Background: an optimization exercise with open tools, aiming at small area and a short achievable clock period. Do not read the settings as production practice. Only simulation tests tie the RTL to the original design; equivalence was not proved. Power is estimated from default activity; no workload was simulated.

==> flow/flow/fast_halt.py <==
"""Give the halt port a dedicated, shallow comparator in the synthesized netlist.

halt = (pc == pc_finished) | r_halted. Synthesis maps the compare onto 4-input
NOR/AND gates whose rising edges are slow; this adds a separate balanced tree
of 2-input gates (XOR, then NOR/NAND levels) ending in an O21AI that drives the
halt port, and removes the old gate that drove it. The old compare logic still
feeds the rest of the design, so no register or other output changes.
usage: python3 fast_halt.py NETLIST.v
"""
import re
import sys

path = sys.argv[1]
text = open(path).read()

# The instance driving the port net "halt" (the only place the net is used).
uses = [m.start() for m in re.finditer(r"\(halt\)", text)]
if len(uses) != 1:
    sys.exit(f"expected one use of net halt, found {len(uses)}")
start = text.rfind(";", 0, uses[0]) + 1
end = text.find(");", uses[0]) + 2
inst = text[start:end]
print("removing:", " ".join(inst.split()))
text = text[:start] + text[end:]

P = "sky130_fd_sc_hd__"
cells, wires = [], []


def wire(name):
    wires.append(f"  wire {name};")
    return name


lvl = []
for i in range(32):
    y = wire(f"fh_x{i}")
    cells.append(f"  {P}xor2_1 fh_xor{i} (.A(pc[{i}]), .B(pc_finished[{i}]), .X({y}));")
    lvl.append(y)
kinds = ["nor2", "nand2", "nor2", "nand2"]
for n, kind in enumerate(kinds):
    nxt = []
    for j in range(0, len(lvl), 2):
        y = wire(f"fh_l{n}_{j // 2}")
        cells.append(f"  {P}{kind}_1 fh_{kind}_{n}_{j // 2} (.A({lvl[j]}), .B({lvl[j + 1]}), .Y({y}));")
        nxt.append(y)
    lvl = nxt
assert len(lvl) == 2
rhn = wire("fh_rhn")
cells.append(f"  {P}inv_1 fh_inv (.A(r_halted), .Y({rhn}));")
cells.append(f"  {P}o21ai_1 fh_out (.A1({lvl[0]}), .A2({lvl[1]}), .B1({rhn}), .Y(halt));")

k = text.rindex("endmodule")
text = text[:k] + "\n".join(wires + cells) + "\n" + text[k:]
open(path, "w").write(text)
print(f"added {len(cells)} cells")
==> flow/config.mk <==
export PLATFORM = sky130hd
export DESIGN_NAME = store_trace_monitor
export DESIGN_NICKNAME = store_trace_monitor
export VERILOG_FILES = /design/flow/design.v
export SDC_FILE = /design/flow/constraint.sdc
export NUM_CORES = 4
export LEC_CHECK = 0
export CAP_MARGIN = 20
export CORE_MARGIN = 2
export CORE_UTILIZATION = 60
export CTS_BUF_LIST = sky130_fd_sc_hd__clkbuf_8
export CTS_CLUSTER_DIAMETER = 45
export CTS_CLUSTER_SIZE = 18
export SETUP_SLACK_MARGIN = 2.0
export SLEW_MARGIN = 20
export TNS_END_PERCENT = 5
==> flow/standard.sh <==
#!/bin/bash
# synth_recipe.tcl (not shown) runs the flow's synth.tcl, then flattens the netlist and writes it again
# the make line also repeats each setting of config.mk as NAME=value (left out here)
make -C /OpenROAD-flow-scripts/flow DESIGN_CONFIG=/design/flow/config.mk WORK_HOME=/design/flow/orfs CLKGATE_MAP_FILE= SYNTH_SCRIPT=/design/flow/synth_recipe.tcl "${@:-finish}"
==> flow/constraint.sdc <==
create_clock -name core_clock -period 4.5 [get_ports {clk}]
set_input_delay 0.9000 -clock core_clock [delete_from_list [all_inputs] [get_ports {clk}]]
set_output_delay 0.9000 -clock core_clock [all_outputs]
set_load 0.01 [all_outputs]
==> flow/flow/run.sh <==
#!/bin/bash
# The standard layout with two changes:
#  - buffer_ports makes the port buffers from the smallest plain buffer
#    (timing repair upsizes those on critical paths);
#  - after the standard synthesis, fast_halt.py gives the halt port its own
#    shallow comparator (see there); the layout then runs from that netlist.
set -euo pipefail
R=orfs/results/sky130hd/store_trace_monitor/base
KNOBS=(BUFFER_PORTS_ARGS="-buffer_cell sky130_fd_sc_hd__buf_1")
bash standard.sh "${KNOBS[@]}" synth > standard_synth.log 2>&1
python3 flow/fast_halt.py $R/1_2_yosys.v > fast_halt.log 2>&1
rm -f $R/1_synth.odb $R/1_synth.sdc
bash standard.sh "${KNOBS[@]}" finish > standard_flow.log 2>&1
==> flow/design.v <==
package trace_pkg;
    localparam int          STAMP_W   = 16;
    localparam logic [31:0] NO_FINISH = 32'hffff_ffff;
    typedef struct packed {
        logic [STAMP_W-1:0] cycle;
        logic [31:0]        addr;
        logic [31:0]        data;
    } trace_entry_t;
endpackage
module trace_fifo #(
    parameter int DEPTH = 16,
    parameter int EW    = 80
) (
    input  logic          clk,
    input  logic          reset,
    input  logic          push,
    input  logic          ready,       
    input  logic [EW-1:0] push_entry,
    output logic          valid,       
    output logic          full,
    output logic          last,        
    output logic [EW-1:0] head         
);
    localparam int BD = DEPTH - 1;
    localparam int CW = $clog2(BD + 1);
    logic [EW-1:0] r_mem [0:BD-1];
    logic [BD-1:0] r_wsel, r_rsel;      
    logic [CW-1:0] r_bcnt;
    logic          r_bempty, r_bfull;
    logic          r_hv;
    logic [EW-1:0] r_head;
    logic          w_pop, w_bpush, w_bpop, w_selb, w_selin;
    logic [CW-1:0] w_bcnt_nxt;
    logic          w_binc, w_bdec, w_bfull_nxt, w_bempty_nxt;
    logic [EW-1:0] w_bout;
    assign valid = r_hv;
    assign full  = r_hv & r_bfull;
    assign last  = r_hv & r_bempty;
    assign head  = r_head;
    assign w_pop   = r_hv & ready;
    assign w_selb  = r_hv & ~r_bempty;           
    assign w_selin = push & ~w_selb;             
    assign w_bpush = push & r_hv & ~(ready & r_bempty);
    assign w_bpop  = w_pop & ~r_bempty;
    always_comb begin
        w_bout = '0;
        for (int i = 0; i < BD; i++)
            w_bout = w_bout | ({EW{r_rsel[i]}} & r_mem[i]);
    end
    assign w_binc = w_bpush & ~w_bpop;
    assign w_bdec = w_bpop & ~w_bpush;
    assign w_bcnt_nxt = w_binc ? r_bcnt + CW'(1) : (w_bdec ? r_bcnt - CW'(1) : r_bcnt);
    assign w_bfull_nxt  = w_binc ? (r_bcnt == CW'(BD - 1)) : (~w_bdec & r_bfull);
    assign w_bempty_nxt = w_bdec ? (r_bcnt == CW'(1)) : (~w_binc & r_bempty);
    always_ff @(posedge clk or negedge reset) begin
        if (!reset) begin
            r_wsel   <= BD'(1);
            r_rsel   <= BD'(1);
            r_bcnt   <= '0;
            r_bempty <= 1'b1;
            r_bfull  <= 1'b0;
            r_hv     <= 1'b0;
            r_head   <= '0;
        end else begin
            if (w_bpush) r_wsel <= {r_wsel[BD-2:0], r_wsel[BD-1]};
            if (w_bpop)  r_rsel <= {r_rsel[BD-2:0], r_rsel[BD-1]};
            r_bcnt   <= w_bcnt_nxt;
            r_bempty <= w_bempty_nxt;
            r_bfull  <= w_bfull_nxt;
            r_hv     <= r_hv ? (~ready | ~r_bempty | push) : push;
            if (~r_hv | ready)
                r_head <= ({EW{w_selb}} & w_bout) | ({EW{w_selin}} & push_entry);
        end
    end
    always_ff @(posedge clk) begin
        for (int i = 0; i < BD; i++)
            if (r_wsel[i] & (~r_bfull | ready)) r_mem[i] <= push_entry;
    end
endmodule
module store_trace_monitor #(
    parameter int DEPTH   = 16,
    parameter int CYCLE_W = 16,
    parameter int CNT_W   = 16
) (
    input  logic               clk,
    input  logic               reset,
    input  logic [31:0]        pc,
    input  logic [31:0]        pc_finished,
    input  logic               memwrite,
    input  logic [31:0]        aluout,
    input  logic [31:0]        writedata,
    output logic               halt,
    output logic               trace_valid,
    input  logic               trace_ready,
    output logic [CYCLE_W-1:0] trace_cycle,
    output logic [31:0]        trace_addr,
    output logic [31:0]        trace_data,
    output logic               done,
    output logic               overflow,
    output logic [CNT_W-1:0]   store_count,
    output logic [CNT_W-1:0]   drop_count
);
    localparam int EW = CYCLE_W + 64;
    logic               r_halted, r_done;
    logic [CYCLE_W-1:0] r_stamp;       
    logic [CNT_W-1:0]   r_store_cnt;
    logic [CNT_W-1:0]   r_drop_cnt;
    logic               r_ovf;
    logic               w_hit, w_capture, w_pop, w_push, w_drop;
    logic               w_valid, w_full, w_last;
    logic [EW-1:0]      w_head;
    assign w_hit     = (pc == pc_finished);
    assign halt      = w_hit | r_halted;
    assign w_capture = memwrite & ~halt;
    assign w_pop     = w_valid & trace_ready;
    assign w_push    = w_capture & (~w_full | trace_ready);
    assign w_drop    = w_capture & w_full & ~trace_ready;
    trace_fifo #(.DEPTH(DEPTH), .EW(EW)) u_fifo (
        .clk        (clk),
        .reset      (reset),
        .push       (w_push),
        .ready      (trace_ready),
        .push_entry ({r_stamp, aluout, writedata}),
        .valid      (w_valid),
        .full       (w_full),
        .last       (w_last),
        .head       (w_head)
    );
    always_ff @(posedge clk or negedge reset) begin
        if (!reset) begin
            r_halted    <= 1'b0;
            r_done      <= 1'b0;
            r_stamp     <= CYCLE_W'(1);
            r_store_cnt <= '0;
            r_drop_cnt  <= '0;
            r_ovf       <= 1'b0;
        end else begin
            if (w_hit) r_halted <= 1'b1;
            if (r_halted & (~w_valid | (w_pop & w_last))) r_done <= 1'b1;
            if (~r_halted) r_stamp <= r_stamp + CYCLE_W'(1);
            if (w_push && (r_store_cnt != '1)) r_store_cnt <= r_store_cnt + CNT_W'(1);
            if (w_drop) begin
                r_ovf <= 1'b1;
                if (r_drop_cnt != '1) r_drop_cnt <= r_drop_cnt + CNT_W'(1);
            end
        end
    end
    assign trace_valid = w_valid;
    assign {trace_cycle, trace_addr, trace_data} = w_head;
    assign done        = r_done;
    assign overflow    = r_ovf;
    assign store_count = r_store_cnt;
    assign drop_count  = r_drop_cnt;
endmodule
==> results of run 1 <==
==> worst max path at each step <==
stage / startpoint / end / slack [ns] / cells past startpoint
5_1_grt: pc_finished[7] / halt / 1.68 / 8
3_5_place_dp: trace_ready / u_fifo.r_bcnt[3] / 1.0 / 10
4_1_cts: pc_finished[23] / halt / 1.72 / 8
3_3_place_gp: trace_ready / u_fifo.r_bcnt[2] / 1.09 / 10
6_report: pc_finished[13] / halt / 1.74 / 8
2_1_floorplan: pc_finished[18] / u_fifo.r_bcnt[3] / 1.62 / 10
==> state kept, by name, indices dropped and copies added (netlist names) <==
name / cells
u_fifo.r_bfull: 1
r_drop_cnt: 16
r_halted: 1
u_fifo.r_mem: 1200
u_fifo.r_head: 80
u_fifo.r_rsel: 15
r_stamp: 16
r_ovf: 1
u_fifo.r_wsel: 15
u_fifo.r_bempty: 1
u_fifo.r_hv: 1
u_fifo.r_bcnt: 4
r_done: 1
r_store_cnt: 16
==> through the flow <==
stage	hold slack [ns]	setup slack, ns	instances	total power, mW	area, um2
2_1_floorplan	0.4535	1.620	3017	15.01	50730
3_3_place_gp	0.4428	1.085	4300	15.64	53360
3_5_place_dp	0.4485	1.000	4300	15.68	53360
4_1_cts	0.1402	1.718	4569	24.48	56830
5_1_grt	0.1756	1.678	4575	25.15	57000
6_report	0.1789	1.735	4575	24.41	57000
==> power by group <==
part / internal (mW) / switching [mW]
Sequential: 14.0 / 0.195
Clock: 4.22 / 4.69
Combinational: 0.426 / 0.924
==> layout make-up <==
type / count / share of cell area
clock inverters: 114 / 0.02223
flip-flops and latches: 1368 / 0.7070
inverters: 7 / 0.0004609
well taps: 1134 / 0.02489
multi-input cells: 1465 / 0.1735
repair buffers: 343 / 0.03758
diodes: 2 / 0.00008780
clock buffers: 142 / 0.03428
==> layer usage <==
layer | track usage | part of all wire | up-vias
met1 | 0.4748 | 0.39 | 15840
met5 | 0 | 0.000082 | -
met4 | 0.09905 | 0.026 | 2
met3 | 0.07088 | 0.11 | 225
li1 | - | - | 12747
met2 | 0.5315 | 0.47 | 1859
==> timing repair <==
| action | 4_1_cts | 5_1_grt |
|---|---|---|
| hold endpoints to repair | 0 | 0 |
| buffers inserted | 10 | 3 |
| pin swaps | 14 | 24 |
| resized for setup | 20 | 43 |
| setup endpoints to repair | 75 | 82 |
| cloned | 3 | 1 |
| hold buffers | 0 | 0 |
==> summary.txt, run 1 <==
- Outcome: timing/DRC/antenna clean
- Antenna Nets Post-Route: 0
- Most frequent cells in the layout: edfxtp_1, a22oi_1, buf_1
- Detailed-router iteration count before antenna repair: 6
- Worst Skew: 0.03301 ns
- Routed vias/inst: 6.704
- CTS tree: built
- IO Count: approximately 250
- Critical Path RT: roughly 3.6 ns
- Peak supply drop: around 310 uV
- Detailed Route WL: 145600 um
- Post-detail-place hpwl: about 73000 um
- Final Max Tran Viols: 0
- Final Hold Vio Count: 0
- CTS buffer count: 138
- Synthesized area: 50700 um2
- Number of remaining DRC errors: 0
- Area grow syn2layout: 12.44%
- Min Tclk post-route: 2.765 ns
- CP Buf/Inv Count: 2
- Mean post-synth cell area: 16.80 um2
- # setup viols final: 0
- CP Class: in2out
- Yosys warns: 3
- TNS Setup: 0 ns
- Reg2reg path depth: 6
- Final Cycle Share: 0.6144
- FF-to-FF End: u_fifo.r_head[65]
- Most common cell after layout, fill and taps aside: edfxtp_1
- Initial antenna violation count: 4
- Port buffer count: 247
- Crit-path cells: buf_1 -> xor2_1 -> nor2_1 -> nand2_1 -> nor2_1 -> nand2_1 -> o21ai_2 -> buf_2
- Tot GR Track Use: 0.3351
- CP Capture Type: primary output
- Initial Util: 0.6058
- Core area: ~84000 um2
- First-pass GRT wire length: 206200 um
- Max cap viols: 0
- # rows: 106
- Worst-margin pin slew: 1.156 ns
- CP Max Fanout: 2
- Share of layout cells above drive strength 1: 0.1306
- CTS sink cnt: 1368
- Fmax: 361.7 MHz
- Hold Crit Class: in2async
- Fin nets: 3464
- Syn_nets: 3158
- R2R Setup Slk: around 1.8 ns
- GPL Wtd Cong: 0.8643
- Clk slew on worst S/H paths: 0.08 ns
- Die Area: 86830 um2
- Die X: 294.7 um
- Crit-path max cell delay: roughly 0.15 ns
- CP arrival: around 1.9 ns
- Clk Latency, worst-skew pair: 0.83 ns
- Core Util, Final: 0.6812
- Leak pwr: 19.30 nW
- Critical Path Slowest Stage Cell: xor2_1
- RSZ-0062 raised after global routing: yes
- Startpoint types: input pin
- Register area: 40300 um2
- CTS Buffer Depth: 3
- Fill cells: between 5000 and 6000
- H-tree depth: 4
- Gate Count Post-Synth: about 3000
- Vias in the first global route: 30248
- Vias: 30673
- Relative slew slack: 0.2291
- Area of the multi-input gates: ~9900 um2
- Largest net degree at the start of global routing: roughly 90
- R2r startpoint: u_fifo.r_rsel[13]
- Die H: 294.7 um
- Post-DR wirelength/cell: 31.81 um
- Clk Tree Root Cell: clkbuf_8
- Pwr dens: 428.2 nW/um2
- DR iter-0 viols: 3693
- Largest delay share family, worst path: simple AND/OR/NAND/NOR gates
- Total congestion overflow: 0
==> inputs of run 2 (changes only) <==
--- a/flow/config.mk
+++ b/flow/config.mk
@@ -9,7 +9,7 @@
 export CORE_MARGIN = 2
-export CORE_UTILIZATION = 60
+export CORE_UTILIZATION = 70
 export CTS_BUF_LIST = sky130_fd_sc_hd__clkbuf_8
-export CTS_CLUSTER_DIAMETER = 45
+export CTS_CLUSTER_DIAMETER = 70
 export CTS_CLUSTER_SIZE = 18
-export SETUP_SLACK_MARGIN = 2.0
+export SETUP_SLACK_MARGIN = 1.9
 export SLEW_MARGIN = 20
==> summary.txt, run 2 <==
- Leak pwr: 18.51 nW (-4.1%)
- Post-DP Area: 53130 um2 (-0.44%)
- CTS tree: built
- Clk Tree Root Cell: clkbuf_8
- Biggest register: u_fifo.r_mem
- Finished Cell Area: 54790 um2 (-3.9%)
- Vias: 30809 (+0.44%)
- Mean post-synth cell area: 16.80 um2 (unchanged)
- CP arrival: 1.83 ns (-0.03 ns)
- CTS sink cnt: 1368 (unchanged)
- GPL Wtd Cong: 0.8703 (+0.69%)
- Synthesized area: 50700 um2 (unchanged)
- Largest net degree at the start of global routing: 97 (+10%)
- Share of layout cells above drive strength 1: 0.08031 (-0.05025)
- Detailed-router iteration count before antenna repair: 6 (unchanged)
- Pwr dens: 384.6 nW/um2 (-10%)
- Crit-path max cell delay: 0.17 ns (+0.02 ns)
- Post-DR wirelength/cell: 32.16 um (+1.1%)
- CP Class: in2out
- Relative slew slack: 0.2142 (-0.01487)
- Hold Crit Class: reg2reg
- Cell mode on critical path: nand2_1
- Initial antenna violation count: 4 (unchanged)
- Vias in the first global route: 30488 (+0.79%)
- Startpoint types: input pin
- Syn_nets: 3158 (unchanged)
- Initial Util: 0.7080 (+0.1022)
- Outcome: timing/DRC/antenna clean
- Number of remaining DRC errors: 0 (unchanged)
- DR iter-0 viols: 4482 (+21%)
- Clk Latency, worst-skew pair: 0.74 ns (-0.09 ns)
- Max reg flops: 1200 (unchanged)
- CTS buffer count: 86 (-38%)
- CTS Buffer Depth: 3 (unchanged)
- IO Count: 248 (unchanged)
- Final Cycle Share: 0.6057 (-0.008658)
- Post-detail-place hpwl: 69470 um (-4.9%)
- CP Capture Type: primary output
- Min Tclk post-route: 2.726 ns (-0.03896 ns)
- Regs by FF count: u_fifo.r_mem x1200, u_fifo.r_head x80
- Core area: 71610 um2 (-14%)
- Gate Count Post-Synth: 3017 (unchanged)
- First-pass GRT wire length: 200200 um (-2.9%)
- Total power: 21.08 mW (-14%)
- Crit-path cells: buf_1 -> xor2_1 -> nor2_1 -> nand2_1 -> nor2_2 -> nand2_1 -> o21ai_1 -> buf_2
- Clk slew on worst S/H paths: 0.10 ns (+0.02 ns)
- Yosys warns: 3 (unchanged)
- Detailed Route WL: 138000 um (-5.2%)
- Tot GR Track Use: 0.3739 (+0.03878)
- Fin nets: 3406 (-1.7%)
- Final Hold Vio Count: 0 (unchanged)
- Die H: 273.1 um (-7.3%)
- Port buffer count: 247 (unchanged)
- Critical Path RT: 3.60 ns (about the same)
- TNS Setup: 0 ns (unchanged)
- RSZ-0062 raised after global routing: yes
- Final Max Tran Viols: 0 (unchanged)
- Fmax: 366.9 MHz (+1.4%)
- # setup viols final: 0 (unchanged)
- Most frequent cells in the layout: edfxtp_1, buf_1, a22oi_1
- Die X: 273.1 um (-7.3%)
- Total congestion overflow: 0 (unchanged)
- Critical Path Slowest Stage Cell: xor2_1
- # rows: 98 (-7.5%)
- Worst-margin pin slew: 1.179 ns (+0.02231 ns)
- H-tree depth: 3 (-1)
- Antenna Nets Post-Route: 0 (unchanged)
- Peak supply drop: 353.8 uV (+16%)
- Worst Skew: 0.03255 ns (-0.0004591 ns)
- Die Area: 74590 um2 (-14%)
- Max cap viols: 0 (unchanged)
- Area grow syn2layout: 8.078%
- Routed vias/inst: 7.182 (+7.1%)
- Most common cell after layout, fill and taps aside: edfxtp_1
- CP Max Fanout: 2 (unchanged)
[run 2: critical path: cells and delay by family]
kind | cells | cell delay (ns)
compound gates | 1 | 0.10
xor+xnor | 1 | 0.17
buf+inv | 2 | 0.24
simple gates | 4 | 0.41
[run 2: worst paths after layout]
check	end	cells past startpoint	slack [ns]	from
max	halt	8	1.77	pc[16]
min	r_done	1	0.47	r_done
max reg2reg	u_fifo.r_head[25]	6	1.82	u_fifo.r_rsel[0]
min reg2reg	r_done	1	0.47	r_done
max in group asynchronous	u_fifo.r_head[37]	4	2.47	reset
min in group asynchronous	r_store_cnt[3]	2	0.55	reset
[run 2: area by class of cell]
class,instances,area [um2]
Inverter,7,26.28
Clock buffer,90,1239
Multi-Input combinational cell,1465,9838
Clock inverter,70,290.3
Tap cell,950,1189
Antenna cell,3,7.507
Timing Repair Buffer,337,1902
Fill cell,4204,16820
Sequential cell,1368,40300
[run 2: metrics by stage]
| stage | hold WS [ns] | setup slack, ns | util | cells |
|---|---|---|---|---|
| floorplan | 0.4564 | 1.109 | - | 3017 |
| global placement | 0.4447 | 1.067 | 0.7420 | 4116 |
| detailed placement | 0.4505 | 0.9514 | 0.7420 | 4116 |
| CTS | 0.4665 | 1.781 | 0.7641 | 4281 |
| global route | 0.4967 | 1.673 | 0.7651 | 4290 |
| finish | 0.4695 | 1.774 | 0.7651 | 4290 |
[run 2: metal layers]
metal,vias up,wire (um),track usage
li1,12556,-,-
met5,-,8,0
met1,15589,49360,0.5292
met4,2,5132,0.1277
met2,2334,66580,0.6037
met3,328,16910,0.06379
[run 2: power by group]
group          internal, mW  switching (mW)  leakage, nW  total [mW]
registers              14.0           0.216         13.3        14.2
clock network          1.89            3.72         1.01        5.61
logic                 0.402           0.891         4.23        1.29
total                  16.3            4.82         18.5        21.1
[run 2: repair_timing]
action	in CTS	in global routing
endpoints found under the hold margin	5	0
pin swaps	2	1
gates resized for setup	4	0
setup endpoints to repair	39	28
setup buffers	2	6
hold buffers	1	0
cloned	2	0
==> inputs of run 3 (changes only) <==
--- a/flow/flow/fast_halt.py
+++ b/flow/flow/fast_halt.py
@@ -4,4 +4,4 @@
 NOR/AND gates whose rising edges are slow; this adds a separate balanced tree
-of 2-input gates (XOR, then NOR/NAND levels) ending in an O21AI that drives the
-halt port, and removes the old gate that drove it. The old compare logic still
+of 2-input gates (the per-bit XORs, then NOR/NAND levels) ending in an O21AI
+that drives the halt port, and removes the old gate that drove it. The old compare logic still
 feeds the rest of the design, so no register or other output changes.
@@ -34,4 +34,16 @@
 
+# Reuse the synthesized per-bit XOR of pc[i] and pc_finished[i] where there is
+# one (its output then also feeds the new tree); otherwise add one.
+xors = {}
+for m in re.finditer(r"sky130_fd_sc_hd__xor2_\d+\s+\S+\s*\((.*?)\);", text, re.S):
+    pins = dict(re.findall(r"\.(\w+)\(([^)]*)\)", m.group(1)))
+    ins = {pins.get("A"), pins.get("B")}
+    for i in range(32):
+        if ins == {f"pc[{i}]", f"pc_finished[{i}]"} and "X" in pins:
+            xors.setdefault(i, pins["X"].strip())
 lvl = []
 for i in range(32):
+    if i in xors:
+        lvl.append(xors[i])
+        continue
     y = wire(f"fh_x{i}")
@@ -39,2 +51,3 @@
     lvl.append(y)
+print(f"reused {len(xors)} XOR gates")
 kinds = ["nor2", "nand2", "nor2", "nand2"]
--- a/flow/config.mk
+++ b/flow/config.mk
@@ -13,3 +13,3 @@
 export CTS_CLUSTER_SIZE = 18
-export SETUP_SLACK_MARGIN = 1.9
+export SETUP_SLACK_MARGIN = 1.85
 export SLEW_MARGIN = 20
==> summary.txt, run 3 <==
- Outcome: timing/DRC/antenna clean
- Pwr dens: 386.7 nW/um2 (+0.53%)
- Worst Skew: 0.04955 ns (+0.01700 ns)
- H-tree depth: 3 (unchanged)
- Post-DR wirelength/cell: 32.36 um (+0.61%)
- Fmax: 367.0 MHz (about the same)
- Logic pwr share: 0.060 (about the same)
- Syn_nets: 3126 (-1.0%)
- Max cap viols: 0 (unchanged)
- Die X: 272.4 um (-0.27%)
- Clk Tree Root Cell: clkbuf_8
- CTS buffer count: 86 (unchanged)
- Core Util, Final: 0.7643 (-0.0008770)
- CP Max Fanout: 46 (+44)
- Total power: 21.09 mW (about the same)
- Initial Util: 0.7065 (-0.001494)
- Final Max Tran Viols: 0 (unchanged)
- Tot GR Track Use: 0.3734 (-0.0004496)
- Final Hold Vio Count: 0 (unchanged)
- Critical Path Slowest Stage Cell: buf_4
- Total congestion overflow: 0 (unchanged)
- Leak pwr: 18.38 nW (-0.69%)
- Clk slew on worst S/H paths: 0.12 ns (+0.02 ns)
- CP Class: reg2reg
- Biggest register: u_fifo.r_mem
- Largest delay share family, worst path: buffers and inverters
- Antenna Nets Post-Route: 0 (unchanged)
- RSZ-0062 raised after global routing: yes
- Post-CTS Hold Fix Bufs: 0 (-1)
- Number of remaining DRC errors: 0 (unchanged)
- CP arrival: 3.36 ns (+1.53 ns)
- Worst-margin pin slew: 1.209 ns (+0.03019 ns)
- First-pass GRT wire length: 199200 um (-0.49%)
- Area of the multi-input gates: 9560 um2 (-2.8%)
- CTS sink cnt: 1368 (unchanged)
- Fill cells: 4125 (-1.9%)
- GPL Wtd Cong: 0.8877 (+2.0%)
- Max reg flops: 1200 (unchanged)
- CP Buf/Inv Count: 2 (unchanged)
- Die Area: 74190 um2 (-0.54%)
- IO Count: 248 (unchanged)
- Switching share of power: 0.2292 (+0.0002705)
- Min Tclk post-route: 2.725 ns (-0.0008400 ns)
- DR iter-0 viols: 4400 (-1.8%)
- Gate Count Post-Synth: 2985 (-1.1%)
- # rows: 98 (unchanged)
- Largest net degree at the start of global routing: 81 (-16%)
- Fin nets: 3386 (-0.59%)
- CTS tree: built
- Detailed Route WL: 138000 um (about the same)
- Area grow syn2layout: 8.182% (about the same)
- Hold Crit Class: in2async
- Vias: 30740 (-0.22%)
- Die H: 272.4 um (-0.27%)
- Port buffer count: 247 (unchanged)
- Clock share of power: 0.267 (about the same)
- Detailed-router iteration count before antenna repair: 7 (+1)
- Register area: 40300 um2 (unchanged)
- Most common cell after layout, fill and taps aside: edfxtp_1
- TNS Setup: 0 ns (unchanged)
- Routed vias/inst: 7.208 (+0.36%)
- Share of layout cells above drive strength 1: 0.08489 (+0.004583)
- CTS Buffer Depth: 3 (unchanged)
- Startpoint types: register
- CP Capture Type: register
- Synthesized area: 50420 um2 (-0.55%)
- Int Power: 16.26 mW (about the same)
- Yosys warns: 3 (unchanged)
- Clk Latency, worst-skew pair: 0.74 ns (about the same)
- Crit-path cells: nor2b_4 -> buf_4 -> buf_4 -> a21oi_1 -> nand3_1 -> o21ai_0 -> a21oi_1
- Worst hold slack: 0.1136 ns (-0.3559 ns)
- Post-detail-place hpwl: 70770 um (+1.9%)
- Critical Path RT: 5.13 ns (+1.53 ns)
- NetSw: 4.833 mW (+0.19%)
- Vias in the first global route: 30272 (-0.71%)
- Mean post-synth cell area: 16.89 um2 (+0.51%)
- # setup viols final: 0 (unchanged)
- Crit-path max cell delay: 0.69 ns (+0.52 ns)
- Sequential share of power: 0.673 (about the same)
- Regs by FF count: u_fifo.r_mem x1200, u_fifo.r_head x80
- Initial antenna violation count: 6 (+2)
- Final Cycle Share: 0.6055 (about the same)
- Peak supply drop: 388.3 uV (+9.8%)
- Most frequent cells in the layout: edfxtp_1, buf_1, a22oi_1
- Relative slew slack: 0.1941 (-0.02013)
- Core area: 71360 um2 (-0.34%)
==> run 3: layer usage <==
metal,part of all wire,global-route usage
met5,0.00016,0
met4,0.032,0.1296
met3,0.12,0.06894
met2,0.49,0.5991
met1,0.36,0.5278
==> run 3: final cells by class <==
| class | count | share of cell area |
|---|---|---|
| Antenna cell | 5 | 0.0002294 |
| Clock buffer | 88 | 0.02221 |
| Clock inverter | 65 | 0.005391 |
| Inverter | 7 | 0.0004818 |
| Multi-Input combinational cell | 1433 | 0.1753 |
| Sequential cell | 1368 | 0.7389 |
| Tap cell | 950 | 0.02179 |
| Timing Repair Buffer | 349 | 0.03572 |
==> run 3: final timing paths <==
kind | slack [ns] | to | from | cells after the start
hold / removal | 0.11 | u_fifo.r_head[8] | reset | 1
setup reg to reg | 1.78 | u_fifo.r_head[21] | u_fifo.r_hv | 7
setup / recovery | 1.78 | u_fifo.r_head[21] | u_fifo.r_hv | 7
max in group asynchronous | 3.09 | u_fifo.r_rsel[7] | reset | 2
hold reg to reg | 0.49 | r_done | r_done | 1
min in group core_clock | 0.49 | r_done | r_done | 1
==> run 3: power groups by stage <==
stage | clock network [mW] | registers (mW) | logic [mW]
after CTS | 5.65 | 14.2 | 1.24
after detailed placement | 0 | 14.5 | 1.20
final | 5.64 | 14.2 | 1.26
after global routing | 6.10 | 14.2 | 1.38
after global placement | 0 | 14.4 | 1.16
after floorplan | 0 | 14.5 | 0.511
==> run 3: timing repair <==
item                       CTS  global route
gates resized for setup      3             0
pin swaps                    5             2
buffers inserted             4             9
setup endpoints to repair   31            44
gates cloned                 2             0
==> run 3: per-stage QoR <==
stage          std cells  setup WS, ns  instance area, um2
2_1_floorplan       2985         1.109               50430
3_3_place_gp        4092         1.070               52890
3_5_place_dp        4092        0.9053               52890
4_1_cts             4251         1.807               54460
5_1_grt             4264         1.699               54540
6_report            4265         1.775               54540
==> inputs of run 4 (changes only) <==
--- a/flow/config.mk
+++ b/flow/config.mk
@@ -13,3 +13,3 @@
 export CTS_CLUSTER_SIZE = 18
-export SETUP_SLACK_MARGIN = 1.85
+export SETUP_SLACK_MARGIN = 1.75
 export SLEW_MARGIN = 20
==> summary.txt, run 4 <==
- CP Capture Type: register
- Port buffer count: 247 (unchanged)
- Final Cycle Share: 0.6313 (+0.02574)
- IO Count: 248 (unchanged)
- Fill cells: 4209 (+2.0%)
- Most common cell after layout, fill and taps aside: edfxtp_1
- Detailed Route WL: 135800 um (-1.6%)
- Relative slew slack: 0.1411 (-0.05297)
- Number of remaining DRC errors: 0 (unchanged)
- Vias: 30444 (-0.96%)
- Clk Latency, worst-skew pair: 0.75 ns (about the same)
- Finished Cell Area: 54430 um2 (-0.20%)
- Reg2reg path depth: 8 (+1)
- Clk slew on worst S/H paths: 0.11 ns (about the same)
- Hold Crit Class: in2async
- Regs by FF count: u_fifo.r_mem x1200, u_fifo.r_head x80
- H-tree depth: 3 (unchanged)
- Antenna Nets Post-Route: 0 (unchanged)
- Die Area: 74190 um2 (unchanged)
- Final Max Tran Viols: 0 (unchanged)
- Worst hold slack: 0.3078 ns (+0.1942 ns)
- Worst-margin pin slew: 1.288 ns (+0.07945 ns)
- Syn_nets: 3126 (unchanged)
- Leak pwr: 18.30 nW (-0.43%)
- FF-to-FF End: u_fifo.r_head[39]
- CTS sink cnt: 1368 (unchanged)
- Die H: 272.4 um (unchanged)
- TNS Setup: 0 ns (unchanged)
- DR iter-0 viols: 4389 (-0.25%)
- Initial Util: 0.7065 (unchanged)
- Gate Count Post-Synth: 2985 (unchanged)
- CTS buffer count: 86 (unchanged)
- Critical Path Slowest Stage Cell: o221a_4
- Synthesized area: 50420 um2 (unchanged)
- Fin nets: 3363 (-0.68%)
- CTS tree: built
- Area of the multi-input gates: 9522 um2 (-0.41%)
- Post-DP Area: 52920 um2 (about the same)
- Post-cts gate resize count: 0 (-3)
- Max cap viols: 0 (unchanged)
- Tot GR Track Use: 0.3692 (-0.004212)
- R2r startpoint: u_fifo.r_hv
- Final Hold Vio Count: 0 (unchanged)
- Peak supply drop: 386.1 uV (-0.56%)
- Post-CTS Hold Fix Bufs: 0 (unchanged)
- CP arrival: 3.49 ns (+0.13 ns)
- Min Tclk post-route: 2.841 ns (+0.1158 ns)
- Post-DR wirelength/cell: 32.01 um (-1.1%)
- Final non-filler cell total: 4242 (-0.54%)
- GPL Wtd Cong: 0.8828 (-0.55%)
- # rows: 98 (unchanged)
- Biggest register: u_fifo.r_mem
- Clk Tree Root Cell: clkbuf_8
- Die X: 272.4 um (unchanged)
- RSZ-0062 raised after global routing: yes
- Most frequent cells in the layout: edfxtp_1, buf_1, a22oi_1
- Worst Skew: 0.03250 ns (-0.01705 ns)
- # setup viols final: 0 (unchanged)
- Vias in the first global route: 29954 (-1.1%)
- First-pass GRT wire length: 197600 um (-0.83%)
- Startpoint types: register
- Inst Count DP: 4082 (-0.24%)
- Core area: 71360 um2 (unchanged)
- Mean post-synth cell area: 16.89 um2 (unchanged)
- Largest net degree at the start of global routing: 81 (unchanged)
- R2R Setup Slk: 1.66 ns (-0.12 ns)
- Crit-path max cell delay: 0.55 ns (-0.14 ns)
- CTS Buffer Depth: 3 (unchanged)
- Fmax: 352.0 MHz (-4.1%)
- Share of layout cells above drive strength 1: 0.07634 (-0.008556)
- Yosys warns: 3 (unchanged)
- Initial antenna violation count: 4 (-2)
- Outcome: timing/DRC/antenna clean
- Pwr dens: 384.6 nW/um2 (-0.53%)
- Total congestion overflow: 0 (unchanged)
- CP Max Fanout: 58 (+26%)
- Detailed-router iteration count before antenna repair: 7 (unchanged)
- Critical Path RT: 5.15 ns (+0.02 ns)
- Max reg flops: 1200 (unchanged)
- Crit-path cells: nor2b_4 -> buf_4 -> a21oi_1 -> buf_4 -> o221a_4 -> buf_12 -> nand2_1 -> a21oi_1
- Post-detail-place hpwl: 68300 um (-3.5%)
- Routed vias/inst: 7.177 (-0.43%)
- CP Class: reg2reg
- Register area: 40300 um2 (unchanged)
- Area grow syn2layout: 7.966%
==> run 4: repair_timing <==
item,CTS,global route
buffers inserted,0,2
setup endpoints to repair,33,65
pin swaps,0,1
endpoints found under the hold margin,0,0
==> run 4: power by group <==
part	total (mW)	internal [mW]	switching [mW]
Combinational	1.22	0.377	0.847
Clock	5.55	1.86	3.69
Sequential	14.2	14.0	0.206
Total	20.9	16.2	4.74
==> run 4: through the flow <==
stage | worst slack (ns) | util | total power, mW
floorplan | 0.8925 | - | 14.99
global placement | 1.153 | 0.7416 | 15.59
detailed placement | 1.046 | 0.7416 | 15.65
CTS | 1.708 | 0.7624 | 20.95
global route | 1.548 | 0.7626 | 21.51
finish | 1.659 | 0.7627 | 20.94
==> run 4: per-layer routing <==
metal / up-vias / track usage / part of all wire
met5: - / 0 / 0.000096
met4: 2 / 0.1236 / 0.036
met3: 353 / 0.05722 / 0.11
met2: 2189 / 0.5988 / 0.49
met1: 15465 / 0.5258 / 0.36
li1: 12435 / - / -
==> run 4: final cells by class <==
type | instances | area share
antenna | 4 | 0.0001839
clock buffer | 89 | 0.02250
clock inverter | 65 | 0.004758
inverter | 7 | 0.0004827
multi-input combinational | 1431 | 0.1749
sequential | 1368 | 0.7404
tap | 950 | 0.02184
timing repair buffer | 328 | 0.03494
==> run 4: critical path: cells and delay by family, from the launching register on <==
family	cells	cell delay, ns
buffers and inverters	3	0.99
flip-flops	1	0.48
AND/OR/NAND/NOR	2	0.29
AO/OA/AOI/OAI	3	0.95
==> run 4: worst max-delay path by stage <==
stage / from / endpoint / slack, ns / cells past startpoint
CTS: u_fifo.r_hv / u_fifo.r_head[39] / 1.71 / 8
detailed placement: trace_ready / u_fifo.r_head[72] / 1.05 / 9
global placement: trace_ready / u_fifo.r_head[39] / 1.15 / 9
floorplan: trace_ready / u_fifo.r_mem[1][0] / 0.89 / 3
finish: u_fifo.r_hv / u_fifo.r_head[39] / 1.66 / 8
global route: u_fifo.r_hv / u_fifo.r_head[45] / 1.55 / 8
==> inputs of run 5 (changes only) <==
--- a/flow/config.mk
+++ b/flow/config.mk
@@ -9,7 +9,7 @@
 export CORE_MARGIN = 2
-export CORE_UTILIZATION = 70
+export CORE_UTILIZATION = 65
 export CTS_BUF_LIST = sky130_fd_sc_hd__clkbuf_8
-export CTS_CLUSTER_DIAMETER = 70
+export CTS_CLUSTER_DIAMETER = 60
 export CTS_CLUSTER_SIZE = 18
-export SETUP_SLACK_MARGIN = 1.75
+export SETUP_SLACK_MARGIN = 1.85
 export SLEW_MARGIN = 20
==> summary.txt, run 5 <==
- CTS tree: built
- Final Max Tran Viols: 0 (unchanged)
- TNS Setup: 0 ns (unchanged)
- Clk Latency, worst-skew pair: 0.76 ns (about the same)
- RSZ-0062 raised after global routing: yes
- Area grow syn2layout: 9.145%
- Clk Tree Root Cell: clkbuf_8
- Most frequent cells in the layout: edfxtp_1, buf_1, a22oi_1
- Initial Util: 0.6540 (-0.05243)
- Max reg flops: 1200 (unchanged)
- Clock share of power: 0.302 (+0.037)
- Logic pwr share: 0.056 (-0.002)
- GPL Wtd Cong: 0.9186 (+4.1%)
- Final non-filler cell total: 4353 (+2.6%)
- First-pass GRT wire length: 197200 um (-0.20%)
- Hold Crit Class: in2async
- Number of remaining DRC errors: 0 (unchanged)
- Die X: 282.5 um (+3.7%)
- Fin nets: 3372 (+0.27%)
- Crit-path cells: buf_1 -> xor2_1 -> nor2_1 -> nand2_1 -> nor2_1 -> nand2_1 -> o21ai_1 -> buf_2
- DR iter-0 viols: 4011 (-8.6%)
- Inst Count DP: 4168 (+2.1%)
- Outcome: timing/DRC/antenna clean
- Initial antenna violation count: 4 (unchanged)
- Fmax: 361.1 MHz (+2.6%)
- Synthesized area: 50420 um2 (unchanged)
- Worst Skew: 0.02625 ns (-0.006245 ns)
- CTS buffer count: 95 (+10%)
- Area of the multi-input gates: 9553 um2 (+0.33%)
- Regs by FF count: u_fifo.r_mem x1200, u_fifo.r_head x80
- Routed vias/inst: 6.931 (-3.4%)
- Post-DP Area: 52930 um2 (about the same)
- Mean post-synth cell area: 16.89 um2 (unchanged)
- Die Area: 79810 um2 (+7.6%)
- Final Hold Vio Count: 0 (unchanged)
- Worst hold slack: 0.04495 ns (-0.2628 ns)
- Largest net degree at the start of global routing: 100 (+23%)
- Vias: 30171 (-0.90%)
- Antenna Nets Post-Route: 0 (unchanged)
- Pwr dens: 401.0 nW/um2 (+4.3%)
- CP Buf/Inv Count: 2 (-1)
- # rows: 102 (+4.1%)
- Fill cells: 4960 (+18%)
- Max cap viols: 0 (unchanged)
- Relative slew slack: 0.2511 (+0.1100)
- Startpoint types: input pin
- Critical Path RT: 3.60 ns (-1.55 ns)
- Largest delay share family, worst path: simple AND/OR/NAND/NOR gates
- Vias in the first global route: 29416 (-1.8%)
- Share of layout cells above drive strength 1: 0.09036 (+0.01402)
- Crit-path max cell delay: 0.21 ns (-0.34 ns)
- Syn_nets: 3126 (unchanged)
- Post-DR wirelength/cell: 31.43 um (-1.8%)
- CP Max Fanout: 2 (-97%)
- Leak pwr: 18.47 nW (+0.91%)
- CP arrival: 1.87 ns (-1.62 ns)
- Final Cycle Share: 0.6154 (-0.01594)
- Register area: 40300 um2 (unchanged)
- Biggest register: u_fifo.r_mem
- Peak supply drop: 305.1 uV (-21%)
- NetSw: 5.038 mW (+6.3%)
- Core area: 77080 um2 (+8.0%)
- # setup viols final: 0 (unchanged)
- CTS Buffer Depth: 3 (unchanged)
- CTS sink cnt: 1368 (unchanged)
- Detailed-router iteration count before antenna repair: 7 (unchanged)
- CP Capture Type: primary output
- Critical Path Slowest Stage Cell: nor2_1
- Post-CTS Hold Fix Bufs: 0 (unchanged)
- Total power: 22.07 mW (+5.4%)
- IO Count: 248 (unchanged)
- Worst-margin pin slew: 1.123 ns (-0.1650 ns)
- Die H: 282.5 um (+3.7%)
- Yosys warns: 3 (unchanged)
- Sequential share of power: 0.642 (-0.034)
- Min Tclk post-route: 2.769 ns (-0.07171 ns)
- Port buffer count: 247 (unchanged)
- Tot GR Track Use: 0.3438 (-0.02546)
- Gate Count Post-Synth: 2985 (unchanged)
- Switching share of power: 0.2283 (+0.001885)
- Post-detail-place hpwl: 68510 um (+0.32%)
- Clk slew on worst S/H paths: 0.11 ns (about the same)
- Total congestion overflow: 0 (unchanged)
- CP Class: in2out
- Detailed Route WL: 136800 um (+0.76%)
- Most common cell after layout, fill and taps aside: edfxtp_1
- Int Power: 17.03 mW (+5.1%)
- Finished Cell Area: 55030 um2 (+1.1%)
- H-tree depth: 3 (unchanged)
## run 5: repair_timing
action | 4_1_cts | 5_1_grt
cloned | 2 | 0
setup buffers | 3 | 1
pin swaps | 4 | 1
gates resized for setup | 1 | 2
endpoints found under the setup margin | 34 | 59
## run 5: metrics by stage
step | setup WS [ns] | util
2_1_floorplan | 1.109 | -
3_3_place_gp | 1.164 | 0.6867
3_5_place_dp | 1.030 | 0.6867
4_1_cts | 1.776 | 0.7135
5_1_grt | 1.701 | 0.7138
6_report | 1.731 | 0.7139
## run 5: metal layers
layer / part of all wire / up-vias / GRT usage
met5: 0.00017 / - / 0
met1: 0.38 / 15428 / 0.5020
met3: 0.11 / 270 / 0.05526
li1: - / 12474 / -
met2: 0.48 / 1995 / 0.5536
met4: 0.025 / 4 / 0.08493
## run 5: path summary, 6_finish.rpt
| path | start | slack, ns | cells past startpoint | end |
|---|---|---|---|---|
| max | pc_finished[12] | 1.73 | 8 | halt |
| min | reset | 0.04 | 1 | u_fifo.r_head[2] |
| max reg2reg | u_fifo.r_rsel[8] | 1.89 | 6 | u_fifo.r_head[17] |
| min reg2reg | r_done | 0.47 | 1 | r_done |
| max in group asynchronous | reset | 3.57 | 2 | u_fifo.r_rsel[8] |
| min in group core_clock | r_done | 0.47 | 1 | r_done |
## run 5: final cells by class
type | instances | area share
clock inverters | 73 | 0.01119
flip-flops and latches | 1368 | 0.7324
inverters | 7 | 0.0004775
well taps | 1040 | 0.02365
multi-input cells | 1433 | 0.1736
repair buffers | 326 | 0.03302
diodes | 4 | 0.0001819
clock buffers | 102 | 0.02551
## run 5: worst register-to-register path: stages, from the launching register on
cell and delay [ns]:
dfrtp_4 0.86, buf_4 0.52, a22o_1 0.26, a221oi_1 0.22
nand3_1 0.12, o21ai_0 0.37, a21oi_1 0.11
## run 5: power by group through the flow
stage / sequential [mW] / combinational, mW / clock (mW)
floorplan: 14.5 / 0.511 / 0
global placement: 14.4 / 1.17 / 0
detailed placement: 14.4 / 1.21 / 0
CTS: 14.2 / 1.24 / 6.72
global route: 14.2 / 1.37 / 7.18
finish: 14.2 / 1.24 / 6.66
==> inputs of run 6 (changes only) <==
--- a/flow/design.v
+++ b/flow/design.v
@@ -24,15 +24,11 @@
     localparam int BD = DEPTH - 1;
-    localparam int CW = $clog2(BD + 1);
-    logic [EW-1:0] r_mem [0:BD-1];
-    logic [BD-1:0] r_wsel, r_rsel;      
-    logic [CW-1:0] r_bcnt;
-    logic          r_bempty, r_bfull;
+    logic [EW-1:0] r_mem [0:BD-1];      
+    logic [BD-1:0] r_rsel;              
+    logic          r_bempty;
     logic          r_hv;
     logic [EW-1:0] r_head;
-    logic          w_pop, w_bpush, w_bpop, w_selb, w_selin;
-    logic [CW-1:0] w_bcnt_nxt;
-    logic          w_binc, w_bdec, w_bfull_nxt, w_bempty_nxt;
+    logic          w_pop, w_bpush, w_bpop, w_binc, w_bdec, w_selb, w_selin;
     logic [EW-1:0] w_bout;
     assign valid = r_hv;
-    assign full  = r_hv & r_bfull;
+    assign full  = r_hv & r_rsel[BD-1];
     assign last  = r_hv & r_bempty;
@@ -44,2 +40,4 @@
     assign w_bpop  = w_pop & ~r_bempty;
+    assign w_binc  = w_bpush & ~w_bpop;
+    assign w_bdec  = w_bpop & ~w_bpush;
     always_comb begin
@@ -49,14 +47,6 @@
     end
-    assign w_binc = w_bpush & ~w_bpop;
-    assign w_bdec = w_bpop & ~w_bpush;
-    assign w_bcnt_nxt = w_binc ? r_bcnt + CW'(1) : (w_bdec ? r_bcnt - CW'(1) : r_bcnt);
-    assign w_bfull_nxt  = w_binc ? (r_bcnt == CW'(BD - 1)) : (~w_bdec & r_bfull);
-    assign w_bempty_nxt = w_bdec ? (r_bcnt == CW'(1)) : (~w_binc & r_bempty);
     always_ff @(posedge clk or negedge reset) begin
         if (!reset) begin
-            r_wsel   <= BD'(1);
             r_rsel   <= BD'(1);
-            r_bcnt   <= '0;
             r_bempty <= 1'b1;
-            r_bfull  <= 1'b0;
             r_hv     <= 1'b0;
@@ -64,7 +54,6 @@
         end else begin
-            if (w_bpush) r_wsel <= {r_wsel[BD-2:0], r_wsel[BD-1]};
-            if (w_bpop)  r_rsel <= {r_rsel[BD-2:0], r_rsel[BD-1]};
-            r_bcnt   <= w_bcnt_nxt;
-            r_bempty <= w_bempty_nxt;
-            r_bfull  <= w_bfull_nxt;
+            if (w_binc & ~r_bempty)   r_rsel <= {r_rsel[BD-2:0], 1'b0};
+            if (w_bdec & ~r_rsel[0])  r_rsel <= {1'b0, r_rsel[BD-1:1]};
+            if (w_binc)                   r_bempty <= 1'b0;
+            else if (w_bdec & r_rsel[0])  r_bempty <= 1'b1;
             r_hv     <= r_hv ? (~ready | ~r_bempty | push) : push;
@@ -75,4 +64,6 @@
     always_ff @(posedge clk) begin
-        for (int i = 0; i < BD; i++)
-            if (r_wsel[i] & (~r_bfull | ready)) r_mem[i] <= push_entry;
+        if (w_bpush) begin
+            r_mem[0] <= push_entry;
+            for (int i = 1; i < BD; i++) r_mem[i] <= r_mem[i-1];
+        end
     end
--- a/flow/config.mk
+++ b/flow/config.mk
@@ -9,7 +9,7 @@
 export CORE_MARGIN = 2
-export CORE_UTILIZATION = 65
+export CORE_UTILIZATION = 70
 export CTS_BUF_LIST = sky130_fd_sc_hd__clkbuf_8
-export CTS_CLUSTER_DIAMETER = 60
+export CTS_CLUSTER_DIAMETER = 70
 export CTS_CLUSTER_SIZE = 18
-export SETUP_SLACK_MARGIN = 1.85
+export SETUP_SLACK_MARGIN = 1.9
 export SLEW_MARGIN = 20
==> summary.txt, run 6 <==
- Fill cells: 4112 (-17%)
- Area grow syn2layout: 8.149%
- Core Util, Final: 0.7667 (+0.05287)
- Core area: 70150 um2 (-9.0%)
- Die X: 270.5 um (-4.2%)
- CTS Buffer Depth: 3 (unchanged)
- Finished Cell Area: 53790 um2 (-2.3%)
- Detailed Route WL: 124700 um (-8.8%)
- Gate Count Post-Synth: 2879 (-3.6%)
- Post-DR wirelength/cell: 30.20 um (-3.9%)
- Number of remaining DRC errors: 0 (unchanged)
- Relative slew slack: 0.2897 (+0.03863)
- Regs by FF count: u_fifo.r_mem x1200, u_fifo.r_head x80
- Max reg flops: 1200 (unchanged)
- Max cap viols: 0 (unchanged)
- CTS buffer count: 84 (-12%)
- Biggest register: u_fifo.r_mem
- Worst Skew: 0.03946 ns (+0.01320 ns)
- Worst Setup Slack, final: 1.754 ns (+0.02342 ns)
- Hold Crit Class: in2async
- Initial antenna violation count: 1 (-3)
- Fin nets: 3255 (-3.5%)
- Fmax: 364.2 MHz (+0.85%)
- Synthesized area: 49730 um2 (-1.4%)
- CP arrival: 1.85 ns (-0.02 ns)
- DR iter-0 viols: 4275 (+6.6%)
- Total congestion overflow: 0 (unchanged)
- RSZ-0062 raised after global routing: yes
- Detailed-router iteration count before antenna repair: 5 (-2)
- H-tree depth: 3 (unchanged)
- Yosys warns: 3 (unchanged)
- Peak supply drop: 575.3 uV (+89%)
- GPL Wtd Cong: 0.8195 (-11%)
- Routed vias/inst: 7.165 (+3.4%)
- Dpl ws: 1.009 ns (-0.02091 ns)
- Die H: 270.5 um (-4.2%)
- Mean post-synth cell area: 17.27 um2 (+2.3%)
- CP Class: in2out
- Antenna Nets Post-Route: 0 (unchanged)
- Vias: 29599 (-1.9%)
- Share of layout cells above drive strength 1: 0.06711 (-0.02325)
- CTS sink cnt: 1348 (-1.5%)
- Clk Tree Root Cell: clkbuf_8
- Final Max Tran Viols: 0 (unchanged)
- Largest net degree at the start of global routing: 115 (+15%)
- Min Tclk post-route: 2.746 ns (-0.02342 ns)
- Worst-margin pin slew: 1.065 ns (-0.05794 ns)
- Most frequent cells in the layout: edfxtp_1, buf_1, a22o_1, a221oi_1, nor2_1
- Startpoint types: input pin
- CTS tree: built
- First-pass GRT wire length: 180700 um (-8.4%)
- Final Cycle Share: 0.6101 (-0.005204)
- Leak pwr: 18.48 nW (about the same)
- Syn_nets: 3014 (-3.6%)
- # setup viols final: 0 (unchanged)
- Outcome: timing/DRC/antenna clean
- Final Hold Vio Count: 0 (unchanged)
- Clk slew on worst S/H paths: 0.10 ns (about the same)
- Port buffer count: 247 (unchanged)
- Pwr dens: 570.2 nW/um2 (+42%)
- Critical Path RT: 3.60 ns (about the same)
- CP Capture Type: primary output
- Die Area: 73190 um2 (-8.3%)
- Post-detail-place hpwl: 65550 um (-4.3%)
- IO Count: 248 (unchanged)
- Post-DP Area: 51920 um2 (-1.9%)
- Initial Util: 0.7090 (+0.05491)
- Vias in the first global route: 28983 (-1.5%)
- TNS Setup: 0 ns (unchanged)
- Clk Latency, worst-skew pair: 0.75 ns (about the same)
- Most common cell after layout, fill and taps aside: edfxtp_1
- Tot GR Track Use: 0.3296 (-0.01420)
- # rows: 97 (-4.9%)
- Post-CTS Hold Fix Bufs: 0 (unchanged)
- CP Max Fanout: 2 (unchanged)
run 6: routing by layer:
layer  vias to the layer above  GRT usage  part of all wire  routed length, um
li1                      12177          -                 -                  -
met4                         0    0.09320             0.024               3016
met5                         -          0                 0                  0
met1                     15098     0.4950              0.39              48270
met3                       214    0.06106              0.12              15000
met2                      2110     0.5081              0.47              58450
run 6: per-stage QoR:
step,hold slack (ns),power (mW),instances
2_1_floorplan,0.4264,20.49,2879
3_3_place_gp,0.4274,24.58,3959
3_5_place_dp,0.4330,24.82,3959
4_1_cts,0.2119,30.29,4120
5_1_grt,0.2358,31.67,4130
6_report,0.2208,30.67,4131
run 6: layout make-up:
| cell class | count | area, um2 | area share |
|---|---|---|---|
| diodes | 2 | 5.005 | 0.00009305 |
| clock buffers | 86 | 1184 | 0.02201 |
| clock inverters | 69 | 279.0 | 0.005188 |
| inverters | 21 | 78.83 | 0.001466 |
| multi-input cells | 1332 | 9268 | 0.1723 |
| flip-flops and latches | 1348 | 39800 | 0.7399 |
| well taps | 940 | 1176 | 0.02187 |
| repair buffers | 333 | 1997 | 0.03713 |
run 6: final timing paths:
check / from / end / slack [ns] / depth (start not counted)
max in group asynchronous: reset / u_fifo.r_bempty / 3.23 / 2
worst max-delay path: pc_finished[29] / halt / 1.75 / 8
worst min-delay path: reset / u_fifo.r_head[7] / 0.22 / 1
worst max register to register: u_fifo.r_rsel[14] / u_fifo.r_mem[10][12] / 1.78 / 4
min in group core_clock: writedata[19] / u_fifo.r_mem[0][19] / 0.36 / 1
worst min register to register: u_fifo.r_mem[2][9] / u_fifo.r_mem[3][9] / 0.44 / 0
run 6: repair_timing:
item                        CTS  global route
hold endpoints to repair      0             0
pin swaps                     1             7
setup buffers                 5             8
resized for setup             9            27
cloned                        1             1
setup endpoints to repair  1189           920
run 6: worst max-delay path: stages:
cell and delay [ns]:
buf_8 0.10, xor2_1 0.14, nor2_1 0.15, nand2_1 0.07, nor2_1 0.12, nand2_1 0.06, o21ai_1 0.14, buf_2 0.16
run 6: report_power, final:
part / leakage, nW / switching [mW] / internal, mW / total, mW
Sequential: 13.0 / 2.33 / 16.5 / 18.8
Clock: 0.964 / 3.72 / 1.81 / 5.53
Combinational: 4.54 / 4.27 / 2.04 / 6.31
Total: 18.5 / 10.3 / 20.4 / 30.7
==> inputs of run 7 (changes only) <==
--- a/flow/config.mk
+++ b/flow/config.mk
@@ -13,3 +13,3 @@
 export CTS_CLUSTER_SIZE = 18
-export SETUP_SLACK_MARGIN = 1.9
+export SETUP_SLACK_MARGIN = 2.0
 export SLEW_MARGIN = 20
==> summary.txt, run 7 <==
- Vias in the first global route: 29060 (+0.27%)
- CTS sink cnt: 1348 (unchanged)
- Max cap viols: 0 (unchanged)
- R2r startpoint: u_fifo.r_rsel[14]
- FF-to-FF End: u_fifo.r_mem[1][16]
- First-pass GRT wire length: 181500 um (+0.43%)
- Total congestion overflow: 0 (unchanged)
- Post-DR wirelength/cell: 30.94 um (+2.5%)
- Fin nets: 3263 (+0.25%)
- Leak pwr: 18.58 nW (+0.54%)
- Tot GR Track Use: 0.3315 (+0.001934)
- CP Class: in2out
- Area grow syn2layout: 8.576%
- Min Tclk post-route: 2.723 ns (-0.02303 ns)
- Reg2reg path depth: 4 (unchanged)
- CP arrival: 1.82 ns (-0.03 ns)
- CP Capture Type: primary output
- Die X: 270.5 um (unchanged)
- GPL Wtd Cong: 0.8195 (unchanged)
- DR iter-0 viols: 4149 (-2.9%)
- Syn_nets: 3014 (unchanged)
- Regs by FF count: u_fifo.r_mem x1200, u_fifo.r_head x80
- Die Area: 73190 um2 (unchanged)
- CP Buf/Inv Count: 2 (unchanged)
- Detailed Route WL: 128100 um (+2.7%)
- Worst Skew: 0.04314 ns (+0.003679 ns)
- IO Count: 248 (unchanged)
- Relative slew slack: 0.2876 (-0.002126)
- Final Cycle Share: 0.6050 (-0.005118)
- Inst Count DP: 3959 (unchanged)
- Crit-path cells: buf_8 -> xor2_1 -> nor2_1 -> nand2_1 -> nor2_1 -> nand2_1 -> o21ai_1 -> buf_2
- Final Max Tran Viols: 0 (unchanged)
- Detailed-router iteration count before antenna repair: 6 (+1)
- Startpoint types: input pin
- Clk slew on worst S/H paths: 0.11 ns (about the same)
- Worst-margin pin slew: 1.069 ns (+0.003189 ns)
- Most frequent cells in the layout: edfxtp_1, buf_1, a22o_1, a221oi_1, nor2_1
- H-tree depth: 3 (unchanged)
- Pwr dens: 573.6 nW/um2 (+0.59%)
- Biggest register: u_fifo.r_mem
- Number of remaining DRC errors: 0 (unchanged)
- Mean post-synth cell area: 17.27 um2 (unchanged)
- R2R Setup Slk: 1.88 ns (+0.10 ns)
- CTS Buffer Depth: 3 (unchanged)
- Crit-path max cell delay: 0.16 ns (about the same)
- Gate Count Post-Synth: 2879 (unchanged)
- Routed vias/inst: 7.189 (+0.33%)
- Worst hold slack: 0.2217 ns (+0.0009100 ns)
- Post-detail-place hpwl: 65550 um (unchanged)
- Fmax: 367.3 MHz (+0.85%)
- Initial antenna violation count: 1 (unchanged)
- Critical Path Slowest Stage Cell: nor2_1
- Yosys warns: 3 (unchanged)
- Hold Crit Class: in2async
- Peak supply drop: 610.6 uV (+6.1%)
- TNS Setup: 0 ns (unchanged)
- Initial Util: 0.7090 (unchanged)
- Die H: 270.5 um (unchanged)
- Share of layout cells above drive strength 1: 0.06975 (+0.002647)
- Post-DP Area: 51920 um2 (unchanged)
- Most common cell after layout, fill and taps aside: edfxtp_1
- # rows: 97 (unchanged)
- Largest net degree at the start of global routing: 106 (-7.8%)
- Antenna Nets Post-Route: 0 (unchanged)
- RSZ-0062 raised after global routing: yes
- CTS buffer count: 84 (unchanged)
- Clk Latency, worst-skew pair: 0.75 ns (about the same)
- Largest delay share family, worst path: simple AND/OR/NAND/NOR gates
- Final non-filler cell total: 4140 (+0.22%)
- Critical Path RT: 3.60 ns (about the same)
- # setup viols final: 0 (unchanged)
- Vias: 29762 (+0.55%)
- Final Hold Vio Count: 0 (unchanged)
- Worst Setup Slack, final: 1.777 ns (+0.02303 ns)
- CP Max Fanout: 2 (unchanged)
- Outcome: timing/DRC/antenna clean
- Max reg flops: 1200 (unchanged)
- Clk Tree Root Cell: clkbuf_8
- Post-CTS Hold Fix Bufs: 0 (unchanged)
- Finished Cell Area: 54000 um2 (+0.40%)
- CTS tree: built
- Synthesized area: 49730 um2 (unchanged)
- Core area: 70150 um2 (unchanged)
- Port buffer count: 247 (unchanged)
- Dpl ws: 1.009 ns (unchanged)
-- run 7: metal layers --
layer	global-route usage	share of wire	up-vias
li1	-	-	12211
met5	0	0	-
met3	0.06319	0.12	273
met4	0.1003	0.031	0
met2	0.5094	0.46	2165
met1	0.4952	0.38	15113
-- run 7: layout make-up --
class | count | area [um2]
antenna | 3 | 7.507
clock buffer | 86 | 1184
clock inverter | 69 | 279.0
fill | 4073 | 16150
inverter | 21 | 78.83
multi-input combinational | 1332 | 9276
sequential | 1348 | 39800
tap | 940 | 1176
timing repair buffer | 341 | 2198
-- run 7: repair_timing --
| action | in CTS | in global routing |
|---|---|---|
| resized for setup | 24 | 15 |
| cloned | 2 | 0 |
| setup buffers | 7 | 14 |
| pin swaps | 7 | 8 |
| endpoints found under the setup margin | 1221 | 783 |
-- run 7: stage by stage --
step | total power, mW | util
floorplan | 20.49 | -
global placement | 24.58 | 0.7402
detailed placement | 24.82 | 0.7402
CTS | 30.36 | 0.7646
global route | 31.93 | 0.7697
finish | 30.97 | 0.7698
-- run 7: where the power goes --
group	total (mW)	switching, mW	leakage [nW]	internal [mW]
registers	18.7	2.16	13.0	16.5
logic	6.78	4.62	4.64	2.16
clock network	5.53	3.72	0.964	1.81
-- run 7: how the worst max path moves through the flow --
stage	cells after the start	end	slack (ns)	start
finish	8	halt	1.78	pc[28]
floorplan	6	u_fifo.r_mem[0][0]	-25.95	pc[22]
detailed placement	8	u_fifo.r_mem[3][53]	1.01	pc_finished[30]
global placement	8	u_fifo.r_mem[6][53]	1.10	pc_finished[22]
CTS	8	halt	1.73	pc_finished[29]
global route	8	halt	1.69	pc[28]
==> inputs of run 8 (changes only) <==
--- a/flow/config.mk
+++ b/flow/config.mk
@@ -11,3 +11,3 @@
 export CTS_BUF_LIST = sky130_fd_sc_hd__clkbuf_8
-export CTS_CLUSTER_DIAMETER = 70
+export CTS_CLUSTER_DIAMETER = 55
 export CTS_CLUSTER_SIZE = 18
==> summary.txt, run 8 <==
- Outcome: timing/DRC/antenna clean
- Total power: 31.72 mW (+2.4%)
- Die Area: 73190 um2 (unchanged)
- Core area: 70150 um2 (unchanged)
- Critical Path RT: 3.60 ns (about the same)
- Post-CTS Hold Fix Bufs: 0 (unchanged)
- GPL Wtd Cong: 0.8195 (unchanged)
- Number of remaining DRC errors: 0 (unchanged)
- Most common cell after layout, fill and taps aside: edfxtp_1
- Fill cells: 4050 (-0.56%)
- Max reg flops: 1200 (unchanged)
- NetSw: 10.57 mW (+0.61%)
- Initial antenna violation count: 3 (+2)
- Dpl ws: 1.009 ns (unchanged)
- Worst-margin pin slew: 1.143 ns (+0.07451 ns)
- Synthesized area: 49730 um2 (unchanged)
- CP Max Fanout: 2 (unchanged)
- First-pass GRT wire length: 181900 um (+0.25%)
- Switching share of power: 0.3331 (-0.005967)
- Initial Util: 0.7090 (unchanged)
- Worst hold slack: 0.2439 ns (+0.02218 ns)
- Startpoint types: input pin
- Post-DP Area: 51920 um2 (unchanged)
- Hold Crit Class: in2async
- CP Capture Type: primary output
- TNS Setup: 0 ns (unchanged)
- DR iter-0 viols: 4234 (+2.0%)
- Antenna Nets Post-Route: 0 (unchanged)
- Mean post-synth cell area: 17.27 um2 (unchanged)
- Port buffer count: 247 (unchanged)
- Biggest register: u_fifo.r_mem
- Share of layout cells above drive strength 1: 0.08297 (+0.01322)
- Inst Count DP: 3959 (unchanged)
- Final Max Tran Viols: 0 (unchanged)
- Gate Count Post-Synth: 2879 (unchanged)
- Leak pwr: 18.71 nW (+0.68%)
- Vias in the first global route: 29235 (+0.60%)
- CTS sink cnt: 1348 (unchanged)
- Clk Latency, worst-skew pair: 0.75 ns (about the same)
- Clock share of power: 0.207 (+0.028)
- Peak supply drop: 616.9 uV (+1.0%)
- CP arrival: 1.81 ns (about the same)
- Total congestion overflow: 0 (unchanged)
- Final Hold Vio Count: 0 (unchanged)
- IO Count: 248 (unchanged)
- CP Class: in2out
- Post-DR wirelength/cell: 30.06 um (-2.8%)
- Relative slew slack: 0.2379 (-0.04967)
- # rows: 97 (unchanged)
- Post-detail-place hpwl: 65550 um (unchanged)
- RSZ-0062 raised after global routing: yes
- Logic pwr share: 0.196 (-0.023)
- Int Power: 21.15 mW (+3.3%)
- Final non-filler cell total: 4161 (+0.51%)
- Routed vias/inst: 7.168 (-0.28%)
- Clk slew on worst S/H paths: 0.10 ns (about the same)
- Regs by FF count: u_fifo.r_mem x1200, u_fifo.r_head x80
- Fmax: 368.9 MHz (+0.44%)
- Most frequent cells in the layout: edfxtp_1, buf_1, a22o_1, a221oi_1, nor2_1
- CTS tree: built
- Sequential share of power: 0.596 (-0.006)
- Clk Tree Root Cell: clkbuf_8
- Vias: 29828 (+0.22%)
- Tot GR Track Use: 0.3336 (+0.002088)
- Max cap viols: 0 (unchanged)
- CTS Buffer Depth: 3 (unchanged)
- CTS buffer count: 96 (+14%)
- Yosys warns: 3 (unchanged)
- Fin nets: 3273 (+0.31%)
- Min Tclk post-route: 2.711 ns (-0.01203 ns)
- Worst Setup Slack, final: 1.789 ns (+0.01203 ns)
- # setup viols final: 0 (unchanged)
- Die X: 270.5 um (unchanged)
- Die H: 270.5 um (unchanged)
- H-tree depth: 3 (unchanged)
- Finished Cell Area: 54410 um2 (+0.77%)
- Detailed-router iteration count before antenna repair: 5 (-1)
- Area grow syn2layout: 9.414%
- Pwr dens: 583.0 nW/um2 (+1.6%)
- Largest net degree at the start of global routing: 106 (unchanged)
- Detailed Route WL: 125100 um (-2.3%)
- Worst Skew: 0.04981 ns (+0.006673 ns)
- Syn_nets: 3014 (unchanged)
- Core Util, Final: 0.7757 (+0.005939)
- Final Cycle Share: 0.6024 (-0.002673)
run 8: cell count changes in the layout (fill, tap and decap cells not counted), moves of 6 or more:
cell / delta
inv_1: -27
buf_4: +6
clkbuf_8: +19
bufinv_16: +6
buf_12: -7
inv_6: +6
run 8: cell type report:
cell class | count | area [um2] | share of cell area
well taps | 940 | 1176 | 0.02161
inverters | 21 | 78.83 | 0.001449
diodes | 3 | 7.507 | 0.0001380
flip-flops and latches | 1348 | 39800 | 0.7314
clock buffers | 105 | 1445 | 0.02656
multi-input cells | 1332 | 9266 | 0.1703
clock inverters | 73 | 566.8 | 0.01042
repair buffers | 339 | 2076 | 0.03815
run 8: repair_timing:
action | in CTS | in global routing
gates cloned | 3 | 2
gates resized for setup | 24 | 14
pin swaps | 7 | 8
setup endpoints to repair | 1222 | 1214
setup buffers | 7 | 9
run 8: routing by layer:
metal,part of all wire,up-vias,wire length [um],GRT usage
li1,-,12230,-,-
met1,0.38,15091,47780,0.4937
met2,0.46,2200,57340,0.5105
met3,0.12,305,15500,0.06852
met4,0.035,2,4436,0.1074
met5,0.00013,-,16,0
run 8: worst paths after layout:
kind                                startpoint                  end  slack, ns  cells past startpoint
min                                      reset     u_fifo.r_head[7]       0.24                      1
max reg2reg                   u_fifo.r_rsel[9]    u_fifo.r_head[76]       1.80                      7
min reg2reg                u_fifo.r_mem[4][71]  u_fifo.r_mem[5][71]       0.44                      0
min in group core_clock             aluout[24]  u_fifo.r_mem[0][56]       0.35                      1
max                                     pc[28]                 halt       1.79                      8
max in group asynchronous                reset      u_fifo.r_bempty       3.25                      2
run 8: power groups by stage:
stage	Combinational [mW]	Clock [mW]	Sequential, mW
final	6.22	6.58	18.9
after global placement	5.47	0	19.1
after global routing	6.61	7.08	19.1
after detailed placement	5.61	0	19.2
after CTS	5.81	6.67	18.9
after floorplan	3.35	0	17.1
run 8: critical path, cell delays in order:
cell,delay (ns)
buf_8,0.10
xor2_1,0.15
nor2_1,0.17
nand2_1,0.07
nor2_1,0.10
nand2_1,0.06
o21ai_1,0.11
buf_2,0.15

re-timing with driven ports:
The flow's constraints put no driver on any port. The routed layouts listed below were extracted and timed again, unchanged, in two steps. Step 1, drivers: a clkbuf_16 drives clk and a buf_2 each remaining input, both assumed. Step 2, shift: input delay + t, output delay - t, t = (earliest + latest rising clock arrival at the registers) / 2. This alone moves slack from input paths to output paths. a / b / c = ideal / step 1 / step 2; a / b = the first two.
| run | t (ns) | slack for setup (ns) | worst data-port slew with drivers (ns) |
|---|---|---|---|
| run 1 | 0.874 | 1.735 / 1.694 / 1.171 | 0.13 |
| run 2 | 0.791 | 1.774 / 1.744 / 1.103 | 0.10 |
| run 3 | 0.791 | 1.775 / 1.751 / 1.124 | 0.11 |
| run 4 | 0.797 | 1.659 / 1.659 / 0.980 | 0.11 |
| run 5 | 0.819 | 1.731 / 1.707 / 1.222 | 0.10 |
| run 6 | 0.790 | 1.754 / 1.713 / 1.122 | 0.09 |
| run 7 | 0.797 | 1.777 / 1.740 / 1.161 | 0.08 |
| run 8 | 0.798 | 1.789 / 1.752 / 1.229 | 0.09 |
After both steps setup and hold are still met in every run listed. For run 4, which loses most, drivers alone change the setup slack by 0.000 ns; drivers and shift together by -0.679 ns.
